This is an optimization exercise on Yosys and OpenROAD, whose aim is small area, a short achievable clock period and few clock cycles, not a production implementation.
In this exercise RTL edits were held to simulation tests only and were not proved equivalent to the original.
Power and IR drop assume default switching activity.

## esfaBenchmark
module esfaBenchmark (
  input  logic                           clk,
  input  logic                           reset,
  input  logic                           load,
  input  logic [6-1:0] loadAddress,
  input  esfaPkg::programWordT           loadWord,
  input  logic                           doRun,
  output logic                           isRunning,
  output logic                           wasSuccessful,
  output logic [6-1:0] failStep
);
For scale: ~2900 flip-flops, ~82 I/O pins, about 110000 µm² of cells after synthesis.
==> module esfaStore, before the edit <==
module esfaStore (
  input  logic                 clk,
  input  logic                 reset,
  input  esfaPkg::stepT        step,
  input  logic [16-1:0] indexSelect,  
  input  logic                 execute,     
  input  logic [1:0]           nextHandle,  
  input  logic                 track,       
  input  logic                 restore,     
  output esfaPkg::esfaResultT  result,
  output logic                 stepMatch    
);
  localparam int Entries = 16;
  localparam int Handles = 4;
  logic [Handles-1:0][Entries-1:0][7:0] entries;
  logic [Handles-1:0][Entries-1:0][7:0] entriesNext;
  logic [Handles-1:0][Entries-1:0][7:0] shadow;
  logic [Handles-1:0][4:0]              counts;
  logic [Handles-1:0][4:0]              countsNext;
  logic [Handles-1:0][4:0]              shadowCounts;
  esfaPkg::esfaResultT                  shadowResult;
  logic [Entries-1:0][7:0]              stepRow;
  logic [4:0]                           stepCount;
  logic [Entries-1:0]                   stepSet;      
  logic [7:0]                           oldEntry;
  logic                                 oldSet;
  logic                                 newSet;
  logic [4:0]                           writtenCount;
  logic                                 findHit;
  logic [3:0]                           findIndex;
  logic [Entries-1:0]                   findMatch;    
  logic [Entries-1:0]                   expectAt;     
  logic [Entries-1:0]                   expectBelow;  
  logic                                 findPass;
  esfaPkg::esfaResultT                  queryResult;
  always_comb begin
    oldEntry = 8'd0;
    for (int i = 0; i < Entries; i++) begin
      oldEntry = oldEntry | (stepRow[i] & {8{indexSelect[i]}});
    end
  end
  assign oldSet   = |(stepSet & indexSelect);
  assign newSet   = (step.value != 8'd0);
  always_comb begin
    findHit   = 1'b0;
    findIndex = 4'd0;
    for (int i = Entries - 1; i >= 0; i--) begin
      if (stepRow[i] == step.value) begin
        findHit   = 1'b1;
        findIndex = 4'(i);
      end
    end
  end
  always_comb begin
    if (step.isRead) begin
      queryResult.flag  = oldSet;
      queryResult.value = oldEntry;
    end else if (step.isFind) begin
      queryResult.flag  = findHit;
      queryResult.value = findHit ? {4'd0, findIndex} : 8'hFF;
    end else begin
      queryResult.flag  = (stepCount != 5'd0);
      queryResult.value = {3'd0, stepCount};
    end
  end
  always_comb begin
    for (int i = 0; i < Entries; i++) begin
      findMatch[i]   = (stepRow[i] == step.value);
      expectAt[i]    = step.expectedBool && (step.expectedValue == 8'(i));
      expectBelow[i] = step.expectedBool && (step.expectedValue[7:4] == 4'd0) &&
                       (4'(i) < step.expectedValue[3:0]);
    end
  end
  assign findPass = (|(findMatch & expectAt) && !(|(findMatch & expectBelow))) ||
                    (!(|findMatch) && !step.expectedBool && step.expectedValue == 8'hFF);
  assign stepMatch = step.isFind ? findPass :
                     (((step.isRead || step.isCount) ? queryResult : result)
                      == {step.expectedBool, step.expectedValue});
  always_comb begin
    if (!oldSet && newSet) begin
      writtenCount = stepCount + 5'd1;
    end else if (oldSet && !newSet) begin
      writtenCount = stepCount - 5'd1;
    end else begin
      writtenCount = stepCount;
    end
  end
  always_comb begin
    for (int h = 0; h < Handles; h++) begin
      if (!reset) begin
        countsNext[h] = 5'd0;
      end else if (restore) begin
        countsNext[h] = shadowCounts[h];
      end else if (execute && step.handle == 2'(h) && step.isClear) begin
        countsNext[h] = 5'd0;
      end else if (execute && step.handle == 2'(h) && step.isWrite) begin
        countsNext[h] = writtenCount;
      end else begin
        countsNext[h] = counts[h];
      end
      for (int i = 0; i < Entries; i++) begin
        if (!reset) begin
          entriesNext[h][i] = 8'd0;
        end else if (restore) begin
          entriesNext[h][i] = shadow[h][i];
        end else if (execute && step.handle == 2'(h) && step.isClear) begin
          entriesNext[h][i] = 8'd0;
        end else if (execute && step.handle == 2'(h) && step.isWrite &&
                     indexSelect[i]) begin
          entriesNext[h][i] = step.value;
        end else begin
          entriesNext[h][i] = entries[h][i];
        end
      end
    end
  end
  always_ff @(posedge clk) begin
    entries   <= entriesNext;
    counts    <= countsNext;
    stepRow   <= entriesNext[nextHandle];
    for (int i = 0; i < Entries; i++) begin
      stepSet[i] <= (entriesNext[nextHandle][i] != 8'd0);
    end
    stepCount <= countsNext[nextHandle];
  end
  always_ff @(posedge clk) begin
    if (restore) begin
      result <= shadowResult;
    end else if (execute && (step.isRead || step.isFind || step.isCount)) begin
      result <= queryResult;
    end
  end
  always_ff @(posedge clk) begin
    if (track) begin
      shadow       <= entries;
      shadowCounts <= counts;
      shadowResult <= result;
    end
  end
endmodule
export LEC_CHECK = 0
export CAP_MARGIN = 20
export CORE_MARGIN = 2
export CORE_UTILIZATION = 40
export CTS_CLUSTER_DIAMETER = 80
export CTS_CLUSTER_SIZE = 20
export SETUP_SLACK_MARGIN = 5
export SLEW_MARGIN = 20
create_clock -name core_clock -period 8.0 [get_ports {clk}]
run.sh (not shown) runs the stock make flow with config.mk's settings and CLKGATE_MAP_FILE= SYNTH_SCRIPT=/design/flow/synth_recipe.tcl, a recipe that flattens the netlist after the stock synthesis.
Testbench counts at the start, summed over its fixed seeds: cycles 14,989.
Next try:
--- a/flow/design.v
+++ b/flow/design.v
@@ -230,8 +230,4 @@
   logic                                 findHit;
   logic [3:0]                           findIndex;
-  logic [Entries-1:0]                   findMatch;    
-  logic [Entries-1:0]                   expectAt;     
-  logic [Entries-1:0]                   expectBelow;  
-  logic                                 findPass;
   esfaPkg::esfaResultT                  queryResult;
   always_comb begin
@@ -265,17 +261,6 @@
     end
   end
-  always_comb begin
-    for (int i = 0; i < Entries; i++) begin
-      findMatch[i]   = (stepRow[i] == step.value);
-      expectAt[i]    = step.expectedBool && (step.expectedValue == 8'(i));
-      expectBelow[i] = step.expectedBool && (step.expectedValue[7:4] == 4'd0) &&
-                       (4'(i) < step.expectedValue[3:0]);
-    end
-  end
-  assign findPass = (|(findMatch & expectAt) && !(|(findMatch & expectBelow))) ||
-                    (!(|findMatch) && !step.expectedBool && step.expectedValue == 8'hFF);
-  assign stepMatch = step.isFind ? findPass :
-                     (((step.isRead || step.isCount) ? queryResult : result)
-                      == {step.expectedBool, step.expectedValue});
+  assign stepMatch = ((step.isRead || step.isFind || step.isCount) ? queryResult : result)
+                     == {step.expectedBool, step.expectedValue};
   always_comb begin
     if (!oldSet && newSet) begin
After rerunning: Cell count climbs by 2.8%. Count of clock-buffer cells in the layout drops by 4. Clock power is about the same. Power climbs by 2.2%. Synthesized area hardly moves. First-iteration DRC count climbs by 19%. Worst setup slack is better by 0.069 ns.
Testbench counts after the change, summed over its fixed seeds: cycles 14,989.

[separate check: timing with driven ports]
Ports are ideal in the flow. The routed layouts listed here were re-timed in OpenROAD. Step 1 (the two cells are an assumption about what drives the block):
set clk [get_ports {clk}]
set_driving_cell -lib_cell sky130_fd_sc_hd__clkbuf_16 $clk
set_driving_cell -lib_cell sky130_fd_sc_hd__buf_2 [delete_from_list [all_inputs] $clk]
Step 2 adds t to the input delays and takes it off the output delays; t is the mean of the earliest and latest rising clock arrival at the registers after step 1. Input paths then give back, and output paths get back, about the clock's delay inside the block. a / b / c = ideal / step 1 / step 2; a / b = the first two.
| run | shift t [ns] | setup WS [ns] | latest minus earliest clock arrival (ns) | worst register clock-pin slew, ns |
|---|---|---|---|---|
| the first run | 0.968 | 4.748 / 4.748 / 4.111 | 0.105 / 0.105 | 0.09 / 0.09 |
| the second run | 0.988 | 4.817 / 4.817 / 3.957 | 0.088 / 0.088 | 0.10 / 0.10 |
After both steps setup and hold are still met in every run listed. For the second run, which loses most, drivers alone change the setup slack by 0.000 ns; drivers and shift together by -0.860 ns.
